Background: an optimization exercise with open tools, aiming at small area and a short achievable clock period. Do not read the settings as production practice. Function was not checked in any run shown here: the RTL went through the layout flow alone. No activity file was given, so power comes from the tool's default toggle rates.

### flow/config.mk
export PLATFORM = sky130hd
export DESIGN_NAME = gamma_interp_11bit
export DESIGN_NICKNAME = gamma_interp_11bit
export VERILOG_FILES = /design/flow/design.v
export SDC_FILE = /design/flow/constraint.sdc
export NUM_CORES = 4
export LEC_CHECK = 0
export ABC_AREA = 1
export CAP_MARGIN = 20
export CORE_MARGIN = 2
export CORE_UTILIZATION = 40
export CTS_CLUSTER_DIAMETER = 80
export CTS_CLUSTER_SIZE = 25
export PLACE_DENSITY = 0.8
export SLEW_MARGIN = 60
export SYNTH_HIERARCHICAL = 1
export TNS_END_PERCENT = 20
### flow/constraint.sdc
create_clock -name core_clock -period 10.0 [get_ports {clk}]
set_input_delay 2.0000 -clock core_clock [delete_from_list [all_inputs] [get_ports {clk}]]
set_output_delay 2.0000 -clock core_clock [all_outputs]
set_load 0.01 [all_outputs]
### flow/design.v
module gamma_interp_11bit #(
  parameter int OUT_W = 10
) (
  input  logic             clk,
  input  logic             rst_n,
  input  logic             i_hs,
  input  logic             i_vs,
  input  logic [4:0]       idx,
  input  logic [10:0]      pixel_in,
  input  logic [10:0]      lowLevel,
  input  logic [10:0]      highLevel,
  input  logic             lut_we,
  input  logic [5:0]       lut_addr,
  input  logic [OUT_W-1:0] lut_wdata,
  input  logic             lut_commit,
  output logic             commit_pending,
  output logic             o_hs,
  output logic             o_vs,
  output logic [OUT_W-1:0] pix_out
);
  localparam int N = 33;
  function automatic logic [9:0] ramp(input int k);
    logic [31:0] v;
    v = 32'(k) * 32;
    if (v > 1023) v = 1023;
    ramp = v[9:0];
  endfunction
  logic [9:0] r_shadow [N];
  logic [9:0] r_active [N];
  logic       r_act_ramp;    
  logic       r_pend;
  logic       r_vs_prev;
  logic       w_copy;
  assign w_copy         = r_pend & r_vs_prev & ~i_vs;
  assign commit_pending = r_pend;
  always_ff @(posedge clk or negedge rst_n) begin
    if (!rst_n) begin
      r_pend    <= 1'b0;
      r_vs_prev <= 1'b0;
    end else begin
      r_pend    <= lut_commit | (r_pend & ~w_copy);
      r_vs_prev <= i_vs;
    end
  end
  logic [N-1:0] r_sramp;
  logic [N-1:0] w_we;
  logic [N-1:0] w_cs, w_cr;    
  logic         w_hold;
  always_comb
    for (int k = 0; k < N; k++) w_we[k] = lut_we & (lut_addr == 6'(k));
  always_ff @(posedge clk or negedge rst_n) begin
    if (!rst_n) r_sramp <= '1;
    else        r_sramp <= r_sramp & ~w_we;
  end
  always_ff @(posedge clk)
    for (int k = 0; k < N; k++)
      r_shadow[k] <= ({10{w_we[k]}} & lut_wdata) | ({10{~w_we[k]}} & r_shadow[k]);
  always_ff @(posedge clk or negedge rst_n) begin
    if (!rst_n) r_act_ramp <= 1'b1;
    else if (w_copy) r_act_ramp <= 1'b0;
  end
  assign w_hold = ~w_copy;
  assign w_cs   = {N{w_copy}} & ~r_sramp;
  assign w_cr   = {N{w_copy}} & r_sramp;
  always_ff @(posedge clk)
    for (int k = 0; k < N; k++)
      r_active[k] <= ({10{w_cs[k]}} & r_shadow[k]) | ({10{w_cr[k]}} & ramp(k)) |
                     ({10{w_hold}} & r_active[k]);
  logic [329:0] w_act;
  logic [9:0]   w_ye, w_yo;
  logic [10:0]  w_d, w_w;
  always_comb
    for (int k = 0; k < N; k++) w_act[10*k +: 10] = r_active[k];
  gi_read u_read (.idx(idx), .ramp(r_act_ramp), .act(w_act), .ye(w_ye), .yo(w_yo));
  gi_sub11 u_subd (.a(pixel_in), .b(lowLevel), .y(w_d));
  gi_sub11 u_subw (.a(highLevel), .b(lowLevel), .y(w_w));
  logic [9:0]  r_ye_1, r_yo_1;
  logic        r_b_1;
  logic [10:0] r_d_1;
  logic [10:0] r_w_1;
  logic        r_wz_1;
  logic        r_blank_1;
  always_ff @(posedge clk) begin
    r_ye_1 <= w_ye;
    r_yo_1 <= w_yo;
    r_b_1  <= idx[0];
    r_d_1  <= w_d;
    r_w_1  <= w_w;
    r_wz_1 <= (highLevel == lowLevel);
  end
  always_ff @(posedge clk or negedge rst_n) begin
    if (!rst_n) r_blank_1 <= 1'b1;
    else        r_blank_1 <= ~(i_hs & i_vs);
  end
  logic [10:0] w_top;
  logic [3:0]  w_s;
  always_comb begin
    for (int k = 0; k < 11; k++) w_top[k] = r_w_1[k] & ~|(r_w_1 >> (k + 1));
    for (int b = 0; b < 4; b++) begin
      w_s[b] = 1'b0;
      for (int k = 0; k < 11; k++) if ((k >> b) & 1) w_s[b] = w_s[b] | w_top[k];
    end
  end
  logic [9:0]         w_y0, w_y1;
  logic [10:0]        w_x;
  logic [12:0]        w_db;
  logic [5:0]         w_one, w_two, w_ng;
  logic [11:0]        w_pp0, w_pp1, w_pp2, w_pp3, w_pp4, w_pp5;
  logic [22:0]        w_sa, w_sb;
  assign w_y0  = r_b_1 ? r_yo_1 : r_ye_1;
  assign w_y1  = r_b_1 ? r_ye_1 : r_yo_1;
  assign w_db  = r_wz_1 ? 13'b0 : {1'b0, r_d_1, 1'b0};
  logic xs_g0_0;
  assign xs_g0_0 = w_y1[0] & ~w_y0[0];
  logic xs_g1_0;
  assign xs_g1_0 = w_y1[1] & ~w_y0[1];
  logic xs_g2_0;
  assign xs_g2_0 = w_y1[2] & ~w_y0[2];
  logic xs_g3_0;
  assign xs_g3_0 = w_y1[3] & ~w_y0[3];
  logic xs_g4_0;
  assign xs_g4_0 = w_y1[4] & ~w_y0[4];
  logic xs_g5_0;
  assign xs_g5_0 = w_y1[5] & ~w_y0[5];
  logic xs_g6_0;
  assign xs_g6_0 = w_y1[6] & ~w_y0[6];
  logic xs_g7_0;
  assign xs_g7_0 = w_y1[7] & ~w_y0[7];
  logic xs_g8_0;
  assign xs_g8_0 = w_y1[8] & ~w_y0[8];
  logic xs_g9_0;
  assign xs_g9_0 = w_y1[9] & ~w_y0[9];
  logic xs_g10_0;
  assign xs_g10_0 = 1'b0 & 1'b1;
  logic xs_p0;
  assign xs_p0 = w_y1[0] ^ ~w_y0[0];
  logic xs_p1;
  assign xs_p1 = w_y1[1] ^ ~w_y0[1];
  logic xs_p2;
  assign xs_p2 = w_y1[2] ^ ~w_y0[2];
  logic xs_p3;
  assign xs_p3 = w_y1[3] ^ ~w_y0[3];
  logic xs_p4;
  assign xs_p4 = w_y1[4] ^ ~w_y0[4];
  logic xs_p5;
  assign xs_p5 = w_y1[5] ^ ~w_y0[5];
  logic xs_p6;
  assign xs_p6 = w_y1[6] ^ ~w_y0[6];
  logic xs_p7;
  assign xs_p7 = w_y1[7] ^ ~w_y0[7];
  logic xs_p8;
  assign xs_p8 = w_y1[8] ^ ~w_y0[8];
  logic xs_p9;
  assign xs_p9 = w_y1[9] ^ ~w_y0[9];
  logic xs_p10;
  assign xs_p10 = 1'b0 ^ 1'b1;
  logic xs_g0_c;
  assign xs_g0_c = xs_g0_0 | (xs_p0 & 1'b1);
  logic xs_g1_1;
  assign xs_g1_1 = xs_g1_0 | (xs_p1 & xs_g0_c);
  logic xs_q1_1;
  assign xs_q1_1 = xs_p1 & xs_p0;
  logic xs_g3_1;
  assign xs_g3_1 = xs_g3_0 | (xs_p3 & xs_g2_0);
  logic xs_q3_1;
  assign xs_q3_1 = xs_p3 & xs_p2;
  logic xs_g5_1;
  assign xs_g5_1 = xs_g5_0 | (xs_p5 & xs_g4_0);
  logic xs_q5_1;
  assign xs_q5_1 = xs_p5 & xs_p4;
  logic xs_g7_1;
  assign xs_g7_1 = xs_g7_0 | (xs_p7 & xs_g6_0);
  logic xs_q7_1;
  assign xs_q7_1 = xs_p7 & xs_p6;
  logic xs_g9_1;
  assign xs_g9_1 = xs_g9_0 | (xs_p9 & xs_g8_0);
  logic xs_q9_1;
  assign xs_q9_1 = xs_p9 & xs_p8;
  logic xs_g2_2;
  assign xs_g2_2 = xs_g2_0 | (xs_p2 & xs_g1_1);
  logic xs_q2_2;
  assign xs_q2_2 = xs_p2 & xs_q1_1;
  logic xs_g3_2;
  assign xs_g3_2 = xs_g3_1 | (xs_q3_1 & xs_g1_1);
  logic xs_q3_2;
  assign xs_q3_2 = xs_q3_1 & xs_q1_1;
  logic xs_g6_2;
  assign xs_g6_2 = xs_g6_0 | (xs_p6 & xs_g5_1);
  logic xs_q6_2;
  assign xs_q6_2 = xs_p6 & xs_q5_1;
  logic xs_g7_2;
  assign xs_g7_2 = xs_g7_1 | (xs_q7_1 & xs_g5_1);
  logic xs_q7_2;
  assign xs_q7_2 = xs_q7_1 & xs_q5_1;
  logic xs_g10_2;
  assign xs_g10_2 = xs_g10_0 | (xs_p10 & xs_g9_1);
  logic xs_q10_2;
  assign xs_q10_2 = xs_p10 & xs_q9_1;
  logic xs_g4_3;
  assign xs_g4_3 = xs_g4_0 | (xs_p4 & xs_g3_2);
  logic xs_q4_3;
  assign xs_q4_3 = xs_p4 & xs_q3_2;
  logic xs_g5_3;
  assign xs_g5_3 = xs_g5_1 | (xs_q5_1 & xs_g3_2);
  logic xs_q5_3;
  assign xs_q5_3 = xs_q5_1 & xs_q3_2;
  logic xs_g6_3;
  assign xs_g6_3 = xs_g6_2 | (xs_q6_2 & xs_g3_2);
  logic xs_q6_3;
  assign xs_q6_3 = xs_q6_2 & xs_q3_2;
  logic xs_g7_3;
  assign xs_g7_3 = xs_g7_2 | (xs_q7_2 & xs_g3_2);
  logic xs_q7_3;
  assign xs_q7_3 = xs_q7_2 & xs_q3_2;
  logic xs_g8_4;
  assign xs_g8_4 = xs_g8_0 | (xs_p8 & xs_g7_3);
  logic xs_q8_4;
  assign xs_q8_4 = xs_p8 & xs_q7_3;
  logic xs_g9_4;
  assign xs_g9_4 = xs_g9_1 | (xs_q9_1 & xs_g7_3);
  logic xs_q9_4;
  assign xs_q9_4 = xs_q9_1 & xs_q7_3;
  logic xs_g10_4;
  assign xs_g10_4 = xs_g10_2 | (xs_q10_2 & xs_g7_3);
  logic xs_q10_4;
  assign xs_q10_4 = xs_q10_2 & xs_q7_3;
  assign w_x[0] = (xs_p0 ^ 1'b1);
  assign w_x[1] = (xs_p1 ^ xs_g0_c);
  assign w_x[2] = (xs_p2 ^ xs_g1_1);
  assign w_x[3] = (xs_p3 ^ xs_g2_2);
  assign w_x[4] = (xs_p4 ^ xs_g3_2);
  assign w_x[5] = (xs_p5 ^ xs_g4_3);
  assign w_x[6] = (xs_p6 ^ xs_g5_3);
  assign w_x[7] = (xs_p7 ^ xs_g6_3);
  assign w_x[8] = (xs_p8 ^ xs_g7_3);
  assign w_x[9] = (xs_p9 ^ xs_g8_4);
  assign w_x[10] = (xs_p10 ^ xs_g9_4);
  always_comb begin
    for (int j = 0; j < 6; j++) begin
      w_one[j] = w_db[2*j+1] ^ w_db[2*j];
      w_two[j] = (w_db[2*j+2] & ~w_db[2*j+1] & ~w_db[2*j]) |
                 (~w_db[2*j+2] & w_db[2*j+1] & w_db[2*j]);
      w_ng[j]  = w_db[2*j+2] & ~(w_db[2*j+1] & w_db[2*j]);
    end
  end
  function automatic logic [11:0] bpp(input logic [10:0] x, input logic one,
                                      input logic two, input logic ng);
    logic [11:0] m;
    m = one ? {x[10], x} : (two ? {x, 1'b0} : 12'b0);
    bpp = m ^ {12{ng}};
  endfunction
  assign w_pp0 = bpp(w_x, w_one[0], w_two[0], w_ng[0]);
  assign w_pp1 = bpp(w_x, w_one[1], w_two[1], w_ng[1]);
  assign w_pp2 = bpp(w_x, w_one[2], w_two[2], w_ng[2]);
  assign w_pp3 = bpp(w_x, w_one[3], w_two[3], w_ng[3]);
  assign w_pp4 = bpp(w_x, w_one[4], w_two[4], w_ng[4]);
  assign w_pp5 = bpp(w_x, w_one[5], w_two[5], w_ng[5]);
  logic t0s;
  assign t0s = w_pp0[6] ^ w_pp1[4];
  logic t0c;
  assign t0c = w_pp0[6] & w_pp1[4];
  logic t1s;
  assign t1s = w_pp0[7] ^ w_pp1[5];
  logic t1c;
  assign t1c = w_pp0[7] & w_pp1[5];
  logic t2s;
  assign t2s = w_pp0[8] ^ w_pp1[6] ^ w_pp2[4];
  logic t2c;
  assign t2c = (w_pp0[8] & w_pp1[6]) | (w_pp0[8] & w_pp2[4]) | (w_pp1[6] & w_pp2[4]);
  logic t3s;
  assign t3s = w_pp3[2] ^ w_pp4[0];
  logic t3c;
  assign t3c = w_pp3[2] & w_pp4[0];
  logic t4s;
  assign t4s = w_pp0[9] ^ w_pp1[7] ^ w_pp2[5];
  logic t4c;
  assign t4c = (w_pp0[9] & w_pp1[7]) | (w_pp0[9] & w_pp2[5]) | (w_pp1[7] & w_pp2[5]);
  logic t5s;
  assign t5s = w_pp3[3] ^ w_pp4[1];
  logic t5c;
  assign t5c = w_pp3[3] & w_pp4[1];
  logic t6s;
  assign t6s = w_pp0[10] ^ w_pp1[8] ^ w_pp2[6];
  logic t6c;
  assign t6c = (w_pp0[10] & w_pp1[8]) | (w_pp0[10] & w_pp2[6]) | (w_pp1[8] & w_pp2[6]);
  logic t7s;
  assign t7s = w_pp3[4] ^ w_pp4[2] ^ w_pp5[0];
  logic t7c;
  assign t7c = (w_pp3[4] & w_pp4[2]) | (w_pp3[4] & w_pp5[0]) | (w_pp4[2] & w_pp5[0]);
  logic t8s;
  assign t8s = w_pp0[11] ^ w_pp1[9] ^ w_pp2[7];
  logic t8c;
  assign t8c = (w_pp0[11] & w_pp1[9]) | (w_pp0[11] & w_pp2[7]) | (w_pp1[9] & w_pp2[7]);
  logic t9s;
  assign t9s = w_pp3[5] ^ w_pp4[3] ^ w_pp5[1];
  logic t9c;
  assign t9c = (w_pp3[5] & w_pp4[3]) | (w_pp3[5] & w_pp5[1]) | (w_pp4[3] & w_pp5[1]);
  logic t10s;
  assign t10s = w_pp0[11] ^ w_pp1[10] ^ w_pp2[8];
  logic t10c;
  assign t10c = (w_pp0[11] & w_pp1[10]) | (w_pp0[11] & w_pp2[8]) | (w_pp1[10] & w_pp2[8]);
  logic t11s;
  assign t11s = w_pp3[6] ^ w_pp4[4] ^ w_pp5[2];
  logic t11c;
  assign t11c = (w_pp3[6] & w_pp4[4]) | (w_pp3[6] & w_pp5[2]) | (w_pp4[4] & w_pp5[2]);
  logic t12s;
  assign t12s = ~w_pp0[11] ^ ~w_pp1[11] ^ w_pp2[9];
  logic t12c;
  assign t12c = (~w_pp0[11] & ~w_pp1[11]) | (~w_pp0[11] & w_pp2[9]) | (~w_pp1[11] & w_pp2[9]);
  logic t13s;
  assign t13s = w_pp3[7] ^ w_pp4[5] ^ w_pp5[3];
  logic t13c;
  assign t13c = (w_pp3[7] & w_pp4[5]) | (w_pp3[7] & w_pp5[3]) | (w_pp4[5] & w_pp5[3]);
  logic t14s;
  assign t14s = 1'b1 ^ w_pp2[10] ^ w_pp3[8];
  logic t14c;
  assign t14c = (1'b1 & w_pp2[10]) | (1'b1 & w_pp3[8]) | (w_pp2[10] & w_pp3[8]);
  logic t15s;
  assign t15s = w_pp4[6] ^ w_pp5[4];
  logic t15c;
  assign t15c = w_pp4[6] & w_pp5[4];
  logic t16s;
  assign t16s = ~w_pp2[11] ^ w_pp3[9] ^ w_pp4[7];
  logic t16c;
  assign t16c = (~w_pp2[11] & w_pp3[9]) | (~w_pp2[11] & w_pp4[7]) | (w_pp3[9] & w_pp4[7]);
  logic t17s;
  assign t17s = 1'b1 ^ w_pp3[10];
  logic t17c;
  assign t17c = 1'b1 & w_pp3[10];
  logic t18s;
  assign t18s = w_pp0[4] ^ w_pp1[2];
  logic t18c;
  assign t18c = w_pp0[4] & w_pp1[2];
  logic t19s;
  assign t19s = w_pp0[5] ^ w_pp1[3];
  logic t19c;
  assign t19c = w_pp0[5] & w_pp1[3];
  logic t20s;
  assign t20s = w_pp2[2] ^ w_pp3[0] ^ w_ng[3];
  logic t20c;
  assign t20c = (w_pp2[2] & w_pp3[0]) | (w_pp2[2] & w_ng[3]) | (w_pp3[0] & w_ng[3]);
  logic t21s;
  assign t21s = w_pp2[3] ^ w_pp3[1] ^ t0c;
  logic t21c;
  assign t21c = (w_pp2[3] & w_pp3[1]) | (w_pp2[3] & t0c) | (w_pp3[1] & t0c);
  logic t22s;
  assign t22s = w_ng[4] ^ t1c ^ t2s;
  logic t22c;
  assign t22c = (w_ng[4] & t1c) | (w_ng[4] & t2s) | (t1c & t2s);
  logic t23s;
  assign t23s = t2c ^ t3c ^ t4s;
  logic t23c;
  assign t23c = (t2c & t3c) | (t2c & t4s) | (t3c & t4s);
  logic t24s;
  assign t24s = t4c ^ t5c ^ t6s;
  logic t24c;
  assign t24c = (t4c & t5c) | (t4c & t6s) | (t5c & t6s);
  logic t25s;
  assign t25s = t6c ^ t7c ^ t8s;
  logic t25c;
  assign t25c = (t6c & t7c) | (t6c & t8s) | (t7c & t8s);
  logic t26s;
  assign t26s = t8c ^ t9c ^ t10s;
  logic t26c;
  assign t26c = (t8c & t9c) | (t8c & t10s) | (t9c & t10s);
  logic t27s;
  assign t27s = t10c ^ t11c ^ t12s;
  logic t27c;
  assign t27c = (t10c & t11c) | (t10c & t12s) | (t11c & t12s);
  logic t28s;
  assign t28s = t12c ^ t13c ^ t14s;
  logic t28c;
  assign t28c = (t12c & t13c) | (t12c & t14s) | (t13c & t14s);
  logic t29s;
  assign t29s = w_pp5[5] ^ t14c ^ t15c;
  logic t29c;
  assign t29c = (w_pp5[5] & t14c) | (w_pp5[5] & t15c) | (t14c & t15c);
  logic t30s;
  assign t30s = w_pp4[8] ^ w_pp5[6] ^ t16c;
  logic t30c;
  assign t30c = (w_pp4[8] & w_pp5[6]) | (w_pp4[8] & t16c) | (w_pp5[6] & t16c);
  logic t31s;
  assign t31s = ~w_pp3[11] ^ w_pp4[9] ^ w_pp5[7];
  logic t31c;
  assign t31c = (~w_pp3[11] & w_pp4[9]) | (~w_pp3[11] & w_pp5[7]) | (w_pp4[9] & w_pp5[7]);
  logic t32s;
  assign t32s = 1'b1 ^ w_pp4[10];
  logic t32c;
  assign t32c = 1'b1 & w_pp4[10];
  logic t33s;
  assign t33s = w_pp0[2] ^ w_pp1[0];
  logic t33c;
  assign t33c = w_pp0[2] & w_pp1[0];
  logic t34s;
  assign t34s = w_pp0[3] ^ w_pp1[1];
  logic t34c;
  assign t34c = w_pp0[3] & w_pp1[1];
  logic t35s;
  assign t35s = w_pp2[0] ^ w_ng[2] ^ t18s;
  logic t35c;
  assign t35c = (w_pp2[0] & w_ng[2]) | (w_pp2[0] & t18s) | (w_ng[2] & t18s);
  logic t36s;
  assign t36s = w_pp2[1] ^ t18c ^ t19s;
  logic t36c;
  assign t36c = (w_pp2[1] & t18c) | (w_pp2[1] & t19s) | (t18c & t19s);
  logic t37s;
  assign t37s = t0s ^ t19c ^ t20s;
  logic t37c;
  assign t37c = (t0s & t19c) | (t0s & t20s) | (t19c & t20s);
  logic t38s;
  assign t38s = t1s ^ t20c ^ t21s;
  logic t38c;
  assign t38c = (t1s & t20c) | (t1s & t21s) | (t20c & t21s);
  logic t39s;
  assign t39s = t3s ^ t21c ^ t22s;
  logic t39c;
  assign t39c = (t3s & t21c) | (t3s & t22s) | (t21c & t22s);
  logic t40s;
  assign t40s = t5s ^ t22c ^ t23s;
  logic t40c;
  assign t40c = (t5s & t22c) | (t5s & t23s) | (t22c & t23s);
  logic t41s;
  assign t41s = t7s ^ t23c ^ t24s;
  logic t41c;
  assign t41c = (t7s & t23c) | (t7s & t24s) | (t23c & t24s);
  logic t42s;
  assign t42s = t9s ^ t24c ^ t25s;
  logic t42c;
  assign t42c = (t9s & t24c) | (t9s & t25s) | (t24c & t25s);
  logic t43s;
  assign t43s = t11s ^ t25c ^ t26s;
  logic t43c;
  assign t43c = (t11s & t25c) | (t11s & t26s) | (t25c & t26s);
  logic t44s;
  assign t44s = t13s ^ t26c ^ t27s;
  logic t44c;
  assign t44c = (t13s & t26c) | (t13s & t27s) | (t26c & t27s);
  logic t45s;
  assign t45s = t15s ^ t27c ^ t28s;
  logic t45c;
  assign t45c = (t15s & t27c) | (t15s & t28s) | (t27c & t28s);
  logic t46s;
  assign t46s = t16s ^ t28c ^ t29s;
  logic t46c;
  assign t46c = (t16s & t28c) | (t16s & t29s) | (t28c & t29s);
  logic t47s;
  assign t47s = t17s ^ t29c ^ t30s;
  logic t47c;
  assign t47c = (t17s & t29c) | (t17s & t30s) | (t29c & t30s);
  logic t48s;
  assign t48s = t17c ^ t30c ^ t31s;
  logic t48c;
  assign t48c = (t17c & t30c) | (t17c & t31s) | (t30c & t31s);
  logic t49s;
  assign t49s = w_pp5[8] ^ t31c ^ t32s;
  logic t49c;
  assign t49c = (w_pp5[8] & t31c) | (w_pp5[8] & t32s) | (t31c & t32s);
  logic t50s;
  assign t50s = ~w_pp4[11] ^ w_pp5[9] ^ t32c;
  logic t50c;
  assign t50c = (~w_pp4[11] & w_pp5[9]) | (~w_pp4[11] & t32c) | (w_pp5[9] & t32c);
  logic t51s;
  assign t51s = 1'b1 ^ w_pp5[10];
  logic t51c;
  assign t51c = 1'b1 & w_pp5[10];
  assign w_sa[0] = w_pp0[0];
  assign w_sb[0] = w_ng[0];
  assign w_sa[1] = w_pp0[1];
  assign w_sb[1] = 1'b0;
  assign w_sa[2] = w_ng[1];
  assign w_sb[2] = t33s;
  assign w_sa[3] = t33c;
  assign w_sb[3] = t34s;
  assign w_sa[4] = t34c;
  assign w_sb[4] = t35s;
  assign w_sa[5] = t35c;
  assign w_sb[5] = t36s;
  assign w_sa[6] = t36c;
  assign w_sb[6] = t37s;
  assign w_sa[7] = t37c;
  assign w_sb[7] = t38s;
  assign w_sa[8] = t38c;
  assign w_sb[8] = t39s;
  assign w_sa[9] = t39c;
  assign w_sb[9] = t40s;
  assign w_sa[10] = t40c;
  assign w_sb[10] = t41s;
  assign w_sa[11] = t41c;
  assign w_sb[11] = t42s;
  assign w_sa[12] = t42c;
  assign w_sb[12] = t43s;
  assign w_sa[13] = t43c;
  assign w_sb[13] = t44s;
  assign w_sa[14] = t44c;
  assign w_sb[14] = t45s;
  assign w_sa[15] = t45c;
  assign w_sb[15] = t46s;
  assign w_sa[16] = t46c;
  assign w_sb[16] = t47s;
  assign w_sa[17] = t47c;
  assign w_sb[17] = t48s;
  assign w_sa[18] = t48c;
  assign w_sb[18] = t49s;
  assign w_sa[19] = t49c;
  assign w_sb[19] = t50s;
  assign w_sa[20] = t50c;
  assign w_sb[20] = t51s;
  assign w_sa[21] = ~w_pp5[11];
  assign w_sb[21] = t51c;
  assign w_sa[22] = 1'b1;
  assign w_sb[22] = 1'b0;
  logic [22:0] r_sa_2, r_sb_2;
  logic [9:0]  r_y0_2;
  logic [3:0]  r_s_2;
  logic        r_blank_2;
  always_ff @(posedge clk) begin
    r_sa_2 <= w_sa;
    r_sb_2 <= w_sb;
    r_y0_2 <= w_y0;
    r_s_2  <= w_s;
  end
  always_ff @(posedge clk or negedge rst_n) begin
    if (!rst_n) r_blank_2 <= 1'b1;
    else        r_blank_2 <= r_blank_1;
  end
  logic [22:0] w_ta, w_tb, w_t;
  logic [9:0]  w_pix;
  assign w_ta = r_sa_2;
  assign w_tb = r_sb_2;
  logic ts_g0_0;
  assign ts_g0_0 = w_ta[0] & w_tb[0];
  logic ts_g1_0;
  assign ts_g1_0 = w_ta[1] & w_tb[1];
  logic ts_g2_0;
  assign ts_g2_0 = w_ta[2] & w_tb[2];
  logic ts_g3_0;
  assign ts_g3_0 = w_ta[3] & w_tb[3];
  logic ts_g4_0;
  assign ts_g4_0 = w_ta[4] & w_tb[4];
  logic ts_g5_0;
  assign ts_g5_0 = w_ta[5] & w_tb[5];
  logic ts_g6_0;
  assign ts_g6_0 = w_ta[6] & w_tb[6];
  logic ts_g7_0;
  assign ts_g7_0 = w_ta[7] & w_tb[7];
  logic ts_g8_0;
  assign ts_g8_0 = w_ta[8] & w_tb[8];
  logic ts_g9_0;
  assign ts_g9_0 = w_ta[9] & w_tb[9];
  logic ts_g10_0;
  assign ts_g10_0 = w_ta[10] & w_tb[10];
  logic ts_g11_0;
  assign ts_g11_0 = w_ta[11] & w_tb[11];
  logic ts_g12_0;
  assign ts_g12_0 = w_ta[12] & w_tb[12];
  logic ts_g13_0;
  assign ts_g13_0 = w_ta[13] & w_tb[13];
  logic ts_g14_0;
  assign ts_g14_0 = w_ta[14] & w_tb[14];
  logic ts_g15_0;
  assign ts_g15_0 = w_ta[15] & w_tb[15];
  logic ts_g16_0;
  assign ts_g16_0 = w_ta[16] & w_tb[16];
  logic ts_g17_0;
  assign ts_g17_0 = w_ta[17] & w_tb[17];
  logic ts_g18_0;
  assign ts_g18_0 = w_ta[18] & w_tb[18];
  logic ts_g19_0;
  assign ts_g19_0 = w_ta[19] & w_tb[19];
  logic ts_g20_0;
  assign ts_g20_0 = w_ta[20] & w_tb[20];
  logic ts_g21_0;
  assign ts_g21_0 = w_ta[21] & w_tb[21];
  logic ts_g22_0;
  assign ts_g22_0 = w_ta[22] & w_tb[22];
  logic ts_p0;
  assign ts_p0 = w_ta[0] ^ w_tb[0];
  logic ts_p1;
  assign ts_p1 = w_ta[1] ^ w_tb[1];
  logic ts_p2;
  assign ts_p2 = w_ta[2] ^ w_tb[2];
  logic ts_p3;
  assign ts_p3 = w_ta[3] ^ w_tb[3];
  logic ts_p4;
  assign ts_p4 = w_ta[4] ^ w_tb[4];
  logic ts_p5;
  assign ts_p5 = w_ta[5] ^ w_tb[5];
  logic ts_p6;
  assign ts_p6 = w_ta[6] ^ w_tb[6];
  logic ts_p7;
  assign ts_p7 = w_ta[7] ^ w_tb[7];
  logic ts_p8;
  assign ts_p8 = w_ta[8] ^ w_tb[8];
  logic ts_p9;
  assign ts_p9 = w_ta[9] ^ w_tb[9];
  logic ts_p10;
  assign ts_p10 = w_ta[10] ^ w_tb[10];
  logic ts_p11;
  assign ts_p11 = w_ta[11] ^ w_tb[11];
  logic ts_p12;
  assign ts_p12 = w_ta[12] ^ w_tb[12];
  logic ts_p13;
  assign ts_p13 = w_ta[13] ^ w_tb[13];
  logic ts_p14;
  assign ts_p14 = w_ta[14] ^ w_tb[14];
  logic ts_p15;
  assign ts_p15 = w_ta[15] ^ w_tb[15];
  logic ts_p16;
  assign ts_p16 = w_ta[16] ^ w_tb[16];
  logic ts_p17;
  assign ts_p17 = w_ta[17] ^ w_tb[17];
  logic ts_p18;
  assign ts_p18 = w_ta[18] ^ w_tb[18];
  logic ts_p19;
  assign ts_p19 = w_ta[19] ^ w_tb[19];
  logic ts_p20;
  assign ts_p20 = w_ta[20] ^ w_tb[20];
  logic ts_p21;
  assign ts_p21 = w_ta[21] ^ w_tb[21];
  logic ts_p22;
  assign ts_p22 = w_ta[22] ^ w_tb[22];
  logic ts_g1_1;
  assign ts_g1_1 = ts_g1_0 | (ts_p1 & ts_g0_0);
  logic ts_q1_1;
  assign ts_q1_1 = ts_p1 & ts_p0;
  logic ts_g3_1;
  assign ts_g3_1 = ts_g3_0 | (ts_p3 & ts_g2_0);
  logic ts_q3_1;
  assign ts_q3_1 = ts_p3 & ts_p2;
  logic ts_g5_1;
  assign ts_g5_1 = ts_g5_0 | (ts_p5 & ts_g4_0);
  logic ts_q5_1;
  assign ts_q5_1 = ts_p5 & ts_p4;
  logic ts_g7_1;
  assign ts_g7_1 = ts_g7_0 | (ts_p7 & ts_g6_0);
  logic ts_q7_1;
  assign ts_q7_1 = ts_p7 & ts_p6;
  logic ts_g9_1;
  assign ts_g9_1 = ts_g9_0 | (ts_p9 & ts_g8_0);
  logic ts_q9_1;
  assign ts_q9_1 = ts_p9 & ts_p8;
  logic ts_g11_1;
  assign ts_g11_1 = ts_g11_0 | (ts_p11 & ts_g10_0);
  logic ts_q11_1;
  assign ts_q11_1 = ts_p11 & ts_p10;
  logic ts_g13_1;
  assign ts_g13_1 = ts_g13_0 | (ts_p13 & ts_g12_0);
  logic ts_q13_1;
  assign ts_q13_1 = ts_p13 & ts_p12;
  logic ts_g15_1;
  assign ts_g15_1 = ts_g15_0 | (ts_p15 & ts_g14_0);
  logic ts_q15_1;
  assign ts_q15_1 = ts_p15 & ts_p14;
  logic ts_g17_1;
  assign ts_g17_1 = ts_g17_0 | (ts_p17 & ts_g16_0);
  logic ts_q17_1;
  assign ts_q17_1 = ts_p17 & ts_p16;
  logic ts_g19_1;
  assign ts_g19_1 = ts_g19_0 | (ts_p19 & ts_g18_0);
  logic ts_q19_1;
  assign ts_q19_1 = ts_p19 & ts_p18;
  logic ts_g21_1;
  assign ts_g21_1 = ts_g21_0 | (ts_p21 & ts_g20_0);
  logic ts_q21_1;
  assign ts_q21_1 = ts_p21 & ts_p20;
  logic ts_g2_2;
  assign ts_g2_2 = ts_g2_0 | (ts_p2 & ts_g1_1);
  logic ts_q2_2;
  assign ts_q2_2 = ts_p2 & ts_q1_1;
  logic ts_g3_2;
  assign ts_g3_2 = ts_g3_1 | (ts_q3_1 & ts_g1_1);
  logic ts_q3_2;
  assign ts_q3_2 = ts_q3_1 & ts_q1_1;
  logic ts_g6_2;
  assign ts_g6_2 = ts_g6_0 | (ts_p6 & ts_g5_1);
  logic ts_q6_2;
  assign ts_q6_2 = ts_p6 & ts_q5_1;
  logic ts_g7_2;
  assign ts_g7_2 = ts_g7_1 | (ts_q7_1 & ts_g5_1);
  logic ts_q7_2;
  assign ts_q7_2 = ts_q7_1 & ts_q5_1;
  logic ts_g10_2;
  assign ts_g10_2 = ts_g10_0 | (ts_p10 & ts_g9_1);
  logic ts_q10_2;
  assign ts_q10_2 = ts_p10 & ts_q9_1;
  logic ts_g11_2;
  assign ts_g11_2 = ts_g11_1 | (ts_q11_1 & ts_g9_1);
  logic ts_q11_2;
  assign ts_q11_2 = ts_q11_1 & ts_q9_1;
  logic ts_g14_2;
  assign ts_g14_2 = ts_g14_0 | (ts_p14 & ts_g13_1);
  logic ts_q14_2;
  assign ts_q14_2 = ts_p14 & ts_q13_1;
  logic ts_g15_2;
  assign ts_g15_2 = ts_g15_1 | (ts_q15_1 & ts_g13_1);
  logic ts_q15_2;
  assign ts_q15_2 = ts_q15_1 & ts_q13_1;
  logic ts_g18_2;
  assign ts_g18_2 = ts_g18_0 | (ts_p18 & ts_g17_1);
  logic ts_q18_2;
  assign ts_q18_2 = ts_p18 & ts_q17_1;
  logic ts_g19_2;
  assign ts_g19_2 = ts_g19_1 | (ts_q19_1 & ts_g17_1);
  logic ts_q19_2;
  assign ts_q19_2 = ts_q19_1 & ts_q17_1;
  logic ts_g22_2;
  assign ts_g22_2 = ts_g22_0 | (ts_p22 & ts_g21_1);
  logic ts_q22_2;
  assign ts_q22_2 = ts_p22 & ts_q21_1;
  logic ts_g4_3;
  assign ts_g4_3 = ts_g4_0 | (ts_p4 & ts_g3_2);
  logic ts_q4_3;
  assign ts_q4_3 = ts_p4 & ts_q3_2;
  logic ts_g5_3;
  assign ts_g5_3 = ts_g5_1 | (ts_q5_1 & ts_g3_2);
  logic ts_q5_3;
  assign ts_q5_3 = ts_q5_1 & ts_q3_2;
  logic ts_g6_3;
  assign ts_g6_3 = ts_g6_2 | (ts_q6_2 & ts_g3_2);
  logic ts_q6_3;
  assign ts_q6_3 = ts_q6_2 & ts_q3_2;
  logic ts_g7_3;
  assign ts_g7_3 = ts_g7_2 | (ts_q7_2 & ts_g3_2);
  logic ts_q7_3;
  assign ts_q7_3 = ts_q7_2 & ts_q3_2;
  logic ts_g12_3;
  assign ts_g12_3 = ts_g12_0 | (ts_p12 & ts_g11_2);
  logic ts_q12_3;
  assign ts_q12_3 = ts_p12 & ts_q11_2;
  logic ts_g13_3;
  assign ts_g13_3 = ts_g13_1 | (ts_q13_1 & ts_g11_2);
  logic ts_q13_3;
  assign ts_q13_3 = ts_q13_1 & ts_q11_2;
  logic ts_g14_3;
  assign ts_g14_3 = ts_g14_2 | (ts_q14_2 & ts_g11_2);
  logic ts_q14_3;
  assign ts_q14_3 = ts_q14_2 & ts_q11_2;
  logic ts_g15_3;
  assign ts_g15_3 = ts_g15_2 | (ts_q15_2 & ts_g11_2);
  logic ts_q15_3;
  assign ts_q15_3 = ts_q15_2 & ts_q11_2;
  logic ts_g20_3;
  assign ts_g20_3 = ts_g20_0 | (ts_p20 & ts_g19_2);
  logic ts_q20_3;
  assign ts_q20_3 = ts_p20 & ts_q19_2;
  logic ts_g21_3;
  assign ts_g21_3 = ts_g21_1 | (ts_q21_1 & ts_g19_2);
  logic ts_q21_3;
  assign ts_q21_3 = ts_q21_1 & ts_q19_2;
  logic ts_g22_3;
  assign ts_g22_3 = ts_g22_2 | (ts_q22_2 & ts_g19_2);
  logic ts_q22_3;
  assign ts_q22_3 = ts_q22_2 & ts_q19_2;
  logic ts_g8_4;
  assign ts_g8_4 = ts_g8_0 | (ts_p8 & ts_g7_3);
  logic ts_q8_4;
  assign ts_q8_4 = ts_p8 & ts_q7_3;
  logic ts_g9_4;
  assign ts_g9_4 = ts_g9_1 | (ts_q9_1 & ts_g7_3);
  logic ts_q9_4;
  assign ts_q9_4 = ts_q9_1 & ts_q7_3;
  logic ts_g10_4;
  assign ts_g10_4 = ts_g10_2 | (ts_q10_2 & ts_g7_3);
  logic ts_q10_4;
  assign ts_q10_4 = ts_q10_2 & ts_q7_3;
  logic ts_g11_4;
  assign ts_g11_4 = ts_g11_2 | (ts_q11_2 & ts_g7_3);
  logic ts_q11_4;
  assign ts_q11_4 = ts_q11_2 & ts_q7_3;
  logic ts_g12_4;
  assign ts_g12_4 = ts_g12_3 | (ts_q12_3 & ts_g7_3);
  logic ts_q12_4;
  assign ts_q12_4 = ts_q12_3 & ts_q7_3;
  logic ts_g13_4;
  assign ts_g13_4 = ts_g13_3 | (ts_q13_3 & ts_g7_3);
  logic ts_q13_4;
  assign ts_q13_4 = ts_q13_3 & ts_q7_3;
  logic ts_g14_4;
  assign ts_g14_4 = ts_g14_3 | (ts_q14_3 & ts_g7_3);
  logic ts_q14_4;
  assign ts_q14_4 = ts_q14_3 & ts_q7_3;
  logic ts_g15_4;
  assign ts_g15_4 = ts_g15_3 | (ts_q15_3 & ts_g7_3);
  logic ts_q15_4;
  assign ts_q15_4 = ts_q15_3 & ts_q7_3;
  logic ts_g16_5;
  assign ts_g16_5 = ts_g16_0 | (ts_p16 & ts_g15_4);
  logic ts_q16_5;
  assign ts_q16_5 = ts_p16 & ts_q15_4;
  logic ts_g17_5;
  assign ts_g17_5 = ts_g17_1 | (ts_q17_1 & ts_g15_4);
  logic ts_q17_5;
  assign ts_q17_5 = ts_q17_1 & ts_q15_4;
  logic ts_g18_5;
  assign ts_g18_5 = ts_g18_2 | (ts_q18_2 & ts_g15_4);
  logic ts_q18_5;
  assign ts_q18_5 = ts_q18_2 & ts_q15_4;
  logic ts_g19_5;
  assign ts_g19_5 = ts_g19_2 | (ts_q19_2 & ts_g15_4);
  logic ts_q19_5;
  assign ts_q19_5 = ts_q19_2 & ts_q15_4;
  logic ts_g20_5;
  assign ts_g20_5 = ts_g20_3 | (ts_q20_3 & ts_g15_4);
  logic ts_q20_5;
  assign ts_q20_5 = ts_q20_3 & ts_q15_4;
  logic ts_g21_5;
  assign ts_g21_5 = ts_g21_3 | (ts_q21_3 & ts_g15_4);
  logic ts_q21_5;
  assign ts_q21_5 = ts_q21_3 & ts_q15_4;
  logic ts_g22_5;
  assign ts_g22_5 = ts_g22_3 | (ts_q22_3 & ts_g15_4);
  logic ts_q22_5;
  assign ts_q22_5 = ts_q22_3 & ts_q15_4;
  assign w_t[0] = ts_p0;
  assign w_t[1] = (ts_p1 ^ ts_g0_0);
  assign w_t[2] = (ts_p2 ^ ts_g1_1);
  assign w_t[3] = (ts_p3 ^ ts_g2_2);
  assign w_t[4] = (ts_p4 ^ ts_g3_2);
  assign w_t[5] = (ts_p5 ^ ts_g4_3);
  assign w_t[6] = (ts_p6 ^ ts_g5_3);
  assign w_t[7] = (ts_p7 ^ ts_g6_3);
  assign w_t[8] = (ts_p8 ^ ts_g7_3);
  assign w_t[9] = (ts_p9 ^ ts_g8_4);
  assign w_t[10] = (ts_p10 ^ ts_g9_4);
  assign w_t[11] = (ts_p11 ^ ts_g10_4);
  assign w_t[12] = (ts_p12 ^ ts_g11_4);
  assign w_t[13] = (ts_p13 ^ ts_g12_4);
  assign w_t[14] = (ts_p14 ^ ts_g13_4);
  assign w_t[15] = (ts_p15 ^ ts_g14_4);
  assign w_t[16] = (ts_p16 ^ ts_g15_4);
  assign w_t[17] = (ts_p17 ^ ts_g16_5);
  assign w_t[18] = (ts_p18 ^ ts_g17_5);
  assign w_t[19] = (ts_p19 ^ ts_g18_5);
  assign w_t[20] = (ts_p20 ^ ts_g19_5);
  assign w_t[21] = (ts_p21 ^ ts_g20_5);
  assign w_t[22] = (ts_p22 ^ ts_g21_5);
  logic [10:0] w_sh;
  logic [10:0] w_q;
  logic        w_rb, w_big, w_sml;
  logic [11:0] w_r;
  logic [10:0] w_qt [11];
  logic [9:0]  w_rt;
  logic [10:0] w_bt, w_st;
  always_comb begin
    for (int k = 0; k < 11; k++) w_sh[k] = (r_s_2 == 4'(k));
    for (int i = 0; i < 11; i++) begin
      for (int k = 0; k < 11; k++) w_qt[i][k] = w_sh[k] & w_t[i+k];
      w_q[i] = |w_qt[i];
    end
    for (int k = 1; k < 11; k++) w_rt[k-1] = w_sh[k] & w_t[k-1];
    w_rb = |w_rt;
    for (int k = 0; k < 11; k++) begin
      w_bt[k] = w_sh[k] & |(w_t[21:0] & (22'h3fffff << (11 + k)));
      w_st[k] = w_sh[k] & |(~w_t[21:0] & (22'h3fffff << (11 + k)));
    end
    w_big = ~w_t[22] & (|w_bt | w_q[10]);
    w_sml = w_t[22] & (|w_st | ~w_q[10]);
    w_r = {2'b0, r_y0_2} + {w_q[10], w_q} + {11'b0, w_rb};
    if (r_blank_2 | w_sml)  w_pix = '0;
    else if (w_big)         w_pix = 10'h3ff;
    else if (w_r[11])       w_pix = '0;
    else if (w_r[10])       w_pix = 10'h3ff;
    else                    w_pix = w_r[9:0];
  end
  logic [2:0] r_hs_d, r_vs_d;
  logic [9:0] r_pix;
  always_ff @(posedge clk or negedge rst_n) begin
    if (!rst_n) begin
      r_hs_d <= '0;
      r_vs_d <= '0;
      r_pix  <= '0;
    end else begin
      r_hs_d <= {r_hs_d[1:0], i_hs};
      r_vs_d <= {r_vs_d[1:0], i_vs};
      r_pix  <= w_pix;
    end
  end
  assign o_hs    = r_hs_d[2];
  assign o_vs    = r_vs_d[2];
  assign pix_out = r_pix;
endmodule
module gi_read (
  input  logic [4:0]   idx,
  input  logic         ramp,
  input  logic [329:0] act,
  output logic [9:0]   ye,
  output logic [9:0]   yo
);
  logic [15:0] so1;
  logic [16:0] se, so;
  logic [4:0]  je;
  logic [17:0] te [10];
  logic [16:0] to [10];
  assign je = {1'b0, idx[4:1]} + {4'b0, idx[0]};
  always_comb begin
    for (int j = 0; j < 16; j++) so1[j] = (idx[4:1] == 4'(j));
    for (int j = 0; j < 17; j++) begin
      so[j] = (j < 16) ? (~ramp & so1[j % 16]) : 1'b0;
      se[j] = ~ramp & (((j < 16) ? (~idx[0] & so1[j % 16]) : 1'b0) |
                       ((j > 0) ? (idx[0] & so1[(j + 15) % 16]) : 1'b0));
    end
    for (int i = 0; i < 10; i++) begin
      for (int j = 0; j < 17; j++) te[i][j] = se[j] & act[20*j + i];
      for (int j = 0; j < 16; j++) to[i][j] = so[j] & act[20*j + 10 + i];
      te[i][17] = ramp & (je[4] | (i >= 6 && je[i-6]));
      to[i][16] = ramp & (i == 5 || (i >= 6 && idx[i-5]));
      ye[i] = |te[i];
      yo[i] = |to[i];
    end
  end
endmodule
module gi_sub11 (
  input  logic [10:0] a,
  input  logic [10:0] b,
  output logic [10:0] y
);
  logic m_g0_0;
  assign m_g0_0 = a[0] & ~b[0];
  logic m_g1_0;
  assign m_g1_0 = a[1] & ~b[1];
  logic m_g2_0;
  assign m_g2_0 = a[2] & ~b[2];
  logic m_g3_0;
  assign m_g3_0 = a[3] & ~b[3];
  logic m_g4_0;
  assign m_g4_0 = a[4] & ~b[4];
  logic m_g5_0;
  assign m_g5_0 = a[5] & ~b[5];
  logic m_g6_0;
  assign m_g6_0 = a[6] & ~b[6];
  logic m_g7_0;
  assign m_g7_0 = a[7] & ~b[7];
  logic m_g8_0;
  assign m_g8_0 = a[8] & ~b[8];
  logic m_g9_0;
  assign m_g9_0 = a[9] & ~b[9];
  logic m_g10_0;
  assign m_g10_0 = a[10] & ~b[10];
  logic m_p0;
  assign m_p0 = a[0] ^ ~b[0];
  logic m_p1;
  assign m_p1 = a[1] ^ ~b[1];
  logic m_p2;
  assign m_p2 = a[2] ^ ~b[2];
  logic m_p3;
  assign m_p3 = a[3] ^ ~b[3];
  logic m_p4;
  assign m_p4 = a[4] ^ ~b[4];
  logic m_p5;
  assign m_p5 = a[5] ^ ~b[5];
  logic m_p6;
  assign m_p6 = a[6] ^ ~b[6];
  logic m_p7;
  assign m_p7 = a[7] ^ ~b[7];
  logic m_p8;
  assign m_p8 = a[8] ^ ~b[8];
  logic m_p9;
  assign m_p9 = a[9] ^ ~b[9];
  logic m_p10;
  assign m_p10 = a[10] ^ ~b[10];
  logic m_g0_c;
  assign m_g0_c = m_g0_0 | (m_p0 & 1'b1);
  logic m_g1_1;
  assign m_g1_1 = m_g1_0 | (m_p1 & m_g0_c);
  logic m_q1_1;
  assign m_q1_1 = m_p1 & m_p0;
  logic m_g3_1;
  assign m_g3_1 = m_g3_0 | (m_p3 & m_g2_0);
  logic m_q3_1;
  assign m_q3_1 = m_p3 & m_p2;
  logic m_g5_1;
  assign m_g5_1 = m_g5_0 | (m_p5 & m_g4_0);
  logic m_q5_1;
  assign m_q5_1 = m_p5 & m_p4;
  logic m_g7_1;
  assign m_g7_1 = m_g7_0 | (m_p7 & m_g6_0);
  logic m_q7_1;
  assign m_q7_1 = m_p7 & m_p6;
  logic m_g9_1;
  assign m_g9_1 = m_g9_0 | (m_p9 & m_g8_0);
  logic m_q9_1;
  assign m_q9_1 = m_p9 & m_p8;
  logic m_g2_2;
  assign m_g2_2 = m_g2_0 | (m_p2 & m_g1_1);
  logic m_q2_2;
  assign m_q2_2 = m_p2 & m_q1_1;
  logic m_g3_2;
  assign m_g3_2 = m_g3_1 | (m_q3_1 & m_g1_1);
  logic m_q3_2;
  assign m_q3_2 = m_q3_1 & m_q1_1;
  logic m_g6_2;
  assign m_g6_2 = m_g6_0 | (m_p6 & m_g5_1);
  logic m_q6_2;
  assign m_q6_2 = m_p6 & m_q5_1;
  logic m_g7_2;
  assign m_g7_2 = m_g7_1 | (m_q7_1 & m_g5_1);
  logic m_q7_2;
  assign m_q7_2 = m_q7_1 & m_q5_1;
  logic m_g10_2;
  assign m_g10_2 = m_g10_0 | (m_p10 & m_g9_1);
  logic m_q10_2;
  assign m_q10_2 = m_p10 & m_q9_1;
  logic m_g4_3;
  assign m_g4_3 = m_g4_0 | (m_p4 & m_g3_2);
  logic m_q4_3;
  assign m_q4_3 = m_p4 & m_q3_2;
  logic m_g5_3;
  assign m_g5_3 = m_g5_1 | (m_q5_1 & m_g3_2);
  logic m_q5_3;
  assign m_q5_3 = m_q5_1 & m_q3_2;
  logic m_g6_3;
  assign m_g6_3 = m_g6_2 | (m_q6_2 & m_g3_2);
  logic m_q6_3;
  assign m_q6_3 = m_q6_2 & m_q3_2;
  logic m_g7_3;
  assign m_g7_3 = m_g7_2 | (m_q7_2 & m_g3_2);
  logic m_q7_3;
  assign m_q7_3 = m_q7_2 & m_q3_2;
  logic m_g8_4;
  assign m_g8_4 = m_g8_0 | (m_p8 & m_g7_3);
  logic m_q8_4;
  assign m_q8_4 = m_p8 & m_q7_3;
  logic m_g9_4;
  assign m_g9_4 = m_g9_1 | (m_q9_1 & m_g7_3);
  logic m_q9_4;
  assign m_q9_4 = m_q9_1 & m_q7_3;
  logic m_g10_4;
  assign m_g10_4 = m_g10_2 | (m_q10_2 & m_g7_3);
  logic m_q10_4;
  assign m_q10_4 = m_q10_2 & m_q7_3;
  assign y[0] = (m_p0 ^ 1'b1);
  assign y[1] = (m_p1 ^ m_g0_c);
  assign y[2] = (m_p2 ^ m_g1_1);
  assign y[3] = (m_p3 ^ m_g2_2);
  assign y[4] = (m_p4 ^ m_g3_2);
  assign y[5] = (m_p5 ^ m_g4_3);
  assign y[6] = (m_p6 ^ m_g5_3);
  assign y[7] = (m_p7 ^ m_g6_3);
  assign y[8] = (m_p8 ^ m_g7_3);
  assign y[9] = (m_p9 ^ m_g8_4);
  assign y[10] = (m_p10 ^ m_g9_4);
endmodule
### flow/flow/run.sh
#!/bin/bash
set -euo pipefail
mapfile -t EXTRA < <(grep -v '^#' flow/extra.txt | grep .)
bash standard.sh "${EXTRA[@]}" finish > standard.log 2>&1
### flow/flow/extra.txt
SETUP_SLACK_MARGIN=7.0
ADDER_MAP_FILE=
BUFFER_PORTS_ARGS=-buffer_cell sky130_fd_sc_hd__buf_4
### flow/standard.sh
#!/bin/bash
# synth_recipe.tcl (not shown) runs the flow's synth.tcl, then flattens the netlist and writes it again
# the make line also repeats each setting of config.mk as NAME=value (left out here)
make -C /OpenROAD-flow-scripts/flow DESIGN_CONFIG=/design/flow/config.mk WORK_HOME=/design/flow/orfs CLKGATE_MAP_FILE= SYNTH_SCRIPT=/design/flow/synth_recipe.tcl "${@:-finish}"
==> results.txt, run 1 <==
- Post-synthesis cell count: ~4000
* Logic pwr share: 0.459
* Vertical die dimension: 302 um
* Standard-cell rows: 109
- Timing would allow up to 302 MHz.
* Leakage power: 17.7 nW
* Total Neg Setup Slack: 0 ns
* Total routed wirelength: 97600 um
- The first global-routing pass estimated between 100000 and 150000 um of wire.
- For the worst setup path, the data required time is 10.51 ns.
- The worst setup path is launched from a flop.
* Seq pwr share: 0.366
- Arrival time of the worst setup path: 3.82 ns
* Crit path time final: 3.31 ns
* Warning count from the yosys run: 24
- Mapped Avg Cell Area: 8.89 um^2
- CTS placed an instance of clkbuf_16 at the clock tree root.
- Fin crit share: 0.331
- Entering global routing, the biggest net connects 91 pins.
* Drc violations: 0
- Max-cap violation count: 0
- Antenna violations before repair: 0
* Final setup viols: 0
* Routability-driven placement congestion ratio: 0.943
* Number of DRC markers after the initial detailed-route iteration: 3100
- The die covers between 0.09 and 0.1 mm^2.
- The clock reaches the later pin of the worst-skew pair after 0.64 ns.
- The run finished with no timing, DRC or antenna violations.
- Of the total power, the clock network draws 0.174.
- Number of input and output port buffers inserted: a little over 70
- Layout net count: between 4000 and 5000
* Number of optimization iterations in the first detailed-route pass: 6
- Setup crit end kind: flop
* Number of top-level pins: 73
* Total number of vias: 29000
- Psw: 4.70 mW
- The worst pin sits at a relative slew slack of 0.612.
- H-tree Lvls: 2
- Worst hold-check slack: 0.335 ns
- After floorplanning, the core was sized to cover 0.0882 mm^2.
- Remaining Overflow, GRT: 0
* Category of the critical setup timing path: reg2reg
* Layout filler cell count: 7867
- For this configuration, the core starts out at a cell density of 0.403.
- Summing all placed instances gives a cell area of 0.0378 mm^2.
- Maximum resistive drop on vdd: 0.174 mV
* DRT antenna net count: 0
* Worst-path maximum fanout: 7
- In this run the worst hold path is classified as reg2reg.
* Net switching share of the total power: 0.420
- TritonCTS created 42 clock buffers.
- Final design instance area without fill: approximately 0.042 mm^2
- TritonCTS clock tree: yes
- Fraction of layout cells with a size suffix above 1: 0.205
* Number of global-route vias before repair: 27400
- DIE WIDTH: ~300 um
- Area of the mapped netlist: 0.0355 mm^2
- Mapped Nets: 4057
* Worst clock skew on the final layout: 0.0432 ns
- Setup repair after global routing could not meet its margin everywhere.
- Clock-pin slew was measured on the worst setup and hold paths at around 0.10 ns.
- Sinks on Clock Net: around 810
- Once detailed placement completed, the half-perimeter wirelength came to 65700 um.
- Global routing usage summed across all routing layers: 0.207
- Slew at the pin closest to its max-slew limit: 0.580 ns
- After detailed routing, the number of vias per cell comes to 5.44.
- Power Dens Cells: 269 mW/mm^2
* Maximum clock insertion buffer count: 3
- In the final routed layout, each cell accounts on average for 18.3 um.
* Area Overhead vs Synth: 17.3%
- Total count of max-transition violations in the final report: 0
- The hold violation total from the final report is 0.
* Cell-internal power: 6.50 mW
[area by class of cell]
| type | count | area [um^2] | area share |
|---|---|---|---|
| clock inverters | 13 | 191 | 0.00459 |
| repair inverters | 1 | 3.75 | 0.0000901 |
| diodes | 1 | 2.50 | 0.0000601 |
| repair buffers | 163 | 1430 | 0.0343 |
| flip-flops and latches | 813 | 19900 | 0.478 |
| inverters | 427 | 1680 | 0.0402 |
| multi-input cells | 2681 | 15800 | 0.380 |
| well taps | 1165 | 1460 | 0.0350 |
| clock buffers | 65 | 1160 | 0.0278 |
[placed cells by master, fill, tap and decap left out, types with 35 or more instances in the layout]
cell       count
nand4_1       49
xor2_1        52
dfxtp_1      412
dfstp_2       36
clkbuf_16     43
nand2_2      179
nor2_2        65
nor2_4        94
o22a_1        75
nand3_1      380
nand3_2       46
a21oi_1       35
a22o_1       230
buf_4        135
nand2_4       55
inv_1        372
nand2_1      877
edfxtp_1     330
o21ai_0       57
nor2_1       270
inv_2         37
[worst max-delay path: stages (launching register included)]
cell	delay [ns]
dfxtp_4	0.41
clkinvlp_4	0.16
buf_6	0.17
buf_4	0.14
o21ai_2	0.14
or2_1	0.20
nand2_2	0.09
inv_2	0.09
nand2_4	0.08
nor2_4	0.14
nor3_4	0.06
nand2_4	0.10
nand2_8	0.08
nand3_4	0.23
nand3_2	0.13
nand2_1	0.10
nand2_2	0.08
nand2_2	0.09
nand2_4	0.07
nand2_2	0.09
nand2_2	0.06
nand2_4	0.08
nand2_2	0.06
nand3b_1	0.13
nand2_1	0.07
nand2_1	0.09
nand2_2	0.07
[path summary, 6_finish.rpt]
check                      startpoint    endpoint  slack, ns  cells after the start
min                         r_hs_d[0]   r_hs_d[1]       0.33                      0
min reg2reg                 r_hs_d[0]   r_hs_d[1]       0.33                      0
max                             r_b_1  r_sb_2[12]       6.69                     26
min in group asynchronous       rst_n  r_sramp[1]       1.36                      1
max in group asynchronous       rst_n   r_blank_2       7.97                      3
max reg2reg                     r_b_1  r_sb_2[12]       6.69                     26
[per-layer routing]
metal	GRT usage	up-vias	wire length, um
met2	0.355	1255	47000
met1	0.264	13800	39100
li1	-	13700	-
met4	0.0830	0	4160
met3	0.0282	274	7320
met5	0	-	0
[timing repair]
action                     4_1_cts  5_1_grt
setup endpoints to repair      331      133
buffers inserted                53       22
gates resized for setup        319      184
hold buffers                     0        0
cloned                           2        2
pin swaps                      107       90
[metrics by stage]
stage	std cells	util	setup WS [ns]	power [mW]
floorplan	3997	-	6.84	7.01
global placement	5167	0.426	5.60	7.86
detailed placement	5170	0.429	5.73	7.98
CTS	5303	0.462	6.80	10.7
global route	5328	0.472	6.55	11.9
finish	5329	0.472	6.69	11.2
[power by group through the flow]
stage	logic [mW]	registers [mW]	clock network (mW)
floorplan	2.95	4.06	0
global placement	3.72	4.14	0
detailed placement	3.83	4.15	0
CTS	4.59	4.09	1.97
global route	5.65	4.14	2.09
finish	5.15	4.11	1.95
==> run 2: changes to the inputs <==
--- a/flow/config.mk
+++ b/flow/config.mk
@@ -11,7 +11,6 @@
 export CORE_UTILIZATION = 40
 export CTS_CLUSTER_DIAMETER = 80
 export CTS_CLUSTER_SIZE = 25
-export PLACE_DENSITY = 0.8
 export SLEW_MARGIN = 60
 export SYNTH_HIERARCHICAL = 1
-export TNS_END_PERCENT = 20
+export TNS_END_PERCENT = 0
==> run 2 against run 1 <==
Net effect:
- hold slack improved by 0.025 ns
- still clean on timing, DRC and antenna
- worst setup slack improved by 0.030 ns
- via count decreased by 5.3%
- first-iteration DRC count decreased by 22%
- area after synthesis unchanged
- global-route usage increased by 0.91 points
- non-clock buffer count decreased by 38
- critical path type is now in2reg
- critical path depth decreased by 16
==> results.txt, run 2 <==
* Result of the run: no timing/DRC/antenna violations (unchanged)
- The max-cap check violation count was 0 (unchanged).
- The clock tree from TritonCTS was yes (unchanged).
- The kind of start point of the critical path was an input port (was flop).
* DRT antenna net count: 0 (unchanged)
* Buffer type at the clock tree root: clkbuf_16 (unchanged)
* Detailed placer's ending HPWL: 68100 um (was 65700 um)
* Number of input and output port buffers inserted: 72 (unchanged)
- CP Launch Point: idx[1] (was r_b_1)
- Full die area: 0.0912 mm^2 (unchanged)
- Number of global-route vias before repair: 25600 (was 27400)
- Number of optimization iterations in the first detailed-route pass: 6 (unchanged)
- The leakage power is 17.2 nW (was 17.7 nW).
- Routability-driven placement congestion ratio: 0.886 (was 0.943)
* Floorplan core area: 0.0882 mm^2 (unchanged)
- Skew-Pair Late Insertion Delay: 0.63 ns (was 0.64 ns)
- The number of nets in the layout is 4152 (was 4189).
- Drc violations: 0 (unchanged)
- # diodes: 0 (was 1)
* Worst clock skew on the final layout: 0.0294 ns (was 0.0432 ns)
- H-tree Lvls: 2 (unchanged)
- Sinks on Clock Net: 813 (unchanged)
- The number of max-slew violations in the final report was 0 (unchanged).
- The transition time of the tightest slew-check pin was 0.708 ns (was 0.580 ns).
- The number of antenna violations at the first check in global routing is 6 (was 0).
- Number of DRC markers after the initial detailed-route iteration: 2422 (was 3100)
* Fraction of layout cells with a size suffix above 1: 0.155 (was 0.205)
- Worst-path maximum fanout: 15 (was 7)
- The type of the setup path with the least slack is in2reg (was reg2reg).
- The via density per instance is 5.19 (was 5.44).
- Class of the tightest hold or removal check: reg2reg (unchanged)
- Total routed wirelength: 99700 um (was 97600 um)
- Worst min-delay path startpoint: r_hs_d[1] (was r_hs_d[0])
* Maximum resistive drop on vdd: 0.221 mV (was 0.174 mV)
- The number of placed cells counting well taps is 5171 (was 5170).
- DIE WIDTH: 302 um (unchanged)
- The number of primary I/O pins came to 73 (unchanged).
- Layout Utilization: 0.459 (was 0.472)
- The clock buffer count from CTS came to 44 (was 42).
* Total number of vias: 27500 (was 29000)
* Setup repair after global routing missed its margin: yes (unchanged)
- The mean post-synth cell area came to 8.89 um^2 (unchanged).
* Wire length per cell: 18.8 um (was 18.3 um)
- Startpoint of the worst register-to-register path: r_b_1 (unchanged)
* Fin crit share: 0.328 (was 0.331)
* Standard-cell rows: 109 (unchanged)
- The clock-pin slew reported for the worst setup and hold paths after clock tree synthesis came to 0.10 ns (about the same).
- The count of mapped cells out of synthesis came to 3997 (unchanged).
- Maximum clock insertion buffer count: 3 (unchanged)
- The height of the die was 302 um (unchanged).
- The hold violation total from the final report is 0 (unchanged).
- Starting Density: 0.403 (unchanged)
- Highest-count cells in the layout ignoring fill and taps: nand2_1 (979), dfxtp_1 (417), nand3_1 (411), inv_1 (387), edfxtp_1 (330) (was nand2_1 (877), dfxtp_1 (412), nand3_1 (380), inv_1 (372), edfxtp_1 (330))
* Power Dens Cells: 260 mW/mm^2 (was 269 mW/mm^2)
- Maximum number of pins on one net before global-route repair: 78 (was 91)
- The time the final worst path needs with I/O delays and setup was 3.28 ns (was 3.31 ns).
* Area of the mapped netlist: 0.0355 mm^2 (unchanged)
- Mapped Nets: 4057 (unchanged)
- The most common library cell in the layout ignoring fill and taps is nand2_1 (unchanged).
- Area Overhead vs Synth: 13.9% (was 17.3%)
- Post-detailed-placement cell area: 0.0379 mm^2 (was 0.0378 mm^2)
- Total Neg Setup Slack: 0 ns (unchanged)
- Final setup viols: 0 (unchanged)
- The arrival time at the worst endpoint is 3.78 ns (was 3.82 ns).
* Worst hold-check slack: 0.360 ns (was 0.335 ns)
- Layout filler cell count: 8506 (was 7867)
- The total congestion overflow came to 0 (unchanged).
- The data required time at the worst endpoint came to 10.50 ns (was 10.51 ns).
- The peak clock frequency supported by timing is 305 MHz (was 302 MHz).
- Final design instance area without fill: 0.0405 mm^2 (was 0.0417 mm^2)
- The number of warnings issued by yosys came to 24 (unchanged).
- The count of placed standard cells in the final layout, fillers left out came to 5293 (was 5329).
- The endpoint type of the worst setup path is a flop (unchanged).
* Wire length of the first global-routing pass: 151000 um (was 149000 um)
- Global routing usage summed across all routing layers: 0.216 (was 0.207)
- Worst relative slew slack: 0.523 (was 0.612)
[run 2: path summary, 6_finish.rpt]
path	slack, ns	to	cells after the start
worst min-delay path	0.36	r_hs_d[2]	0
worst min register to register	0.36	r_hs_d[2]	0
worst max register to register	6.86	r_sb_2[16]	25
worst max-delay path	6.72	r_ye_1[1]	10
max in group asynchronous	7.94	r_blank_2	2
min in group asynchronous	1.28	r_pix[2]	1
[run 2: critical path: stages]
cell,delay [ns]
buf_4,0.19
inv_4,0.13
nand2_1,0.19
clkinv_1,0.26
nand3_1,0.21
nand2_1,0.06
inv_1,0.05
nand2_1,0.05
nor2_1,0.47
nand3_1,0.14
[run 2: layer usage]
layer	GRT usage	up-vias	routed length, um
li1	-	13600	-
met1	0.295	12900	44500
met2	0.356	749	46400
met3	0.0291	144	5710
met4	0.0675	8	3050
met5	0	-	56
[run 2: layout make-up]
| type | instances | area, um^2 | area share |
|---|---|---|---|
| timing repair inverter | 1 | 5.00 | 0.000124 |
| tap | 1165 | 1460 | 0.0360 |
| clock buffer | 65 | 1210 | 0.0299 |
| clock inverter | 17 | 260 | 0.00643 |
| sequential | 813 | 19900 | 0.492 |
| inverter | 427 | 1650 | 0.0407 |
| timing repair buffer | 125 | 1080 | 0.0267 |
| multi-input combinational | 2680 | 14900 | 0.368 |
[run 2: per-stage QoR]
stage | setup WS, ns | total power, mW
after CTS | 6.79 | 10.1
after detailed placement | 5.64 | 7.95
final | 6.72 | 10.5
after global routing | 6.59 | 11.3
after global placement | 5.36 | 7.88
after floorplan | 6.84 | 7.01
[run 2: what timing repair did]
item | 4_1_cts | 5_1_grt
endpoints found under the setup margin | 347 | 298
buffers inserted | 11 | 25
endpoints found under the hold margin | 0 | 0
cloned | 1 | 3
pin swaps | 3 | 49
resized for setup | 41 | 195
hold buffers | 0 | 0
[run 2: where the power goes]
part           internal, mW  switching (mW)  leakage, nW  total [mW]
registers              3.84           0.239         7.12        4.08
logic                  1.48            2.87         9.42        4.34
clock network         0.923            1.17        0.701        2.09

-- afterwards: timing with drivers on the ports --
How much do the figures lean on ideal ports? The routed layouts below were timed once more, with nothing changed but the port constraints.
Step 1 sets driving cells, clkbuf_16 on the clock port and buf_2 on the other inputs (assumed; they add their load-dependent delay and slew).
Step 2 also shifts input and output timing later by t, the mid clock arrival at the registers, as if the neighbouring blocks saw the same clock.
a / b / c = no drivers / after step 1 / after step 2; a / b = the first two.
run | shift t [ns] | setup slack, ns | worst slew at a driven data input, ns | pins driven straight from the clock port
run 1 | 0.679 | 6.688 / 6.688 / 6.064 | 0.08 | 1
run 2 | 0.685 | 6.718 / 6.682 / 5.997 | 0.12 | 1
After both steps every run listed still meets setup and hold. For run 2, which loses most, drivers alone change the setup slack by -0.036 ns; drivers and shift together by -0.721 ns.
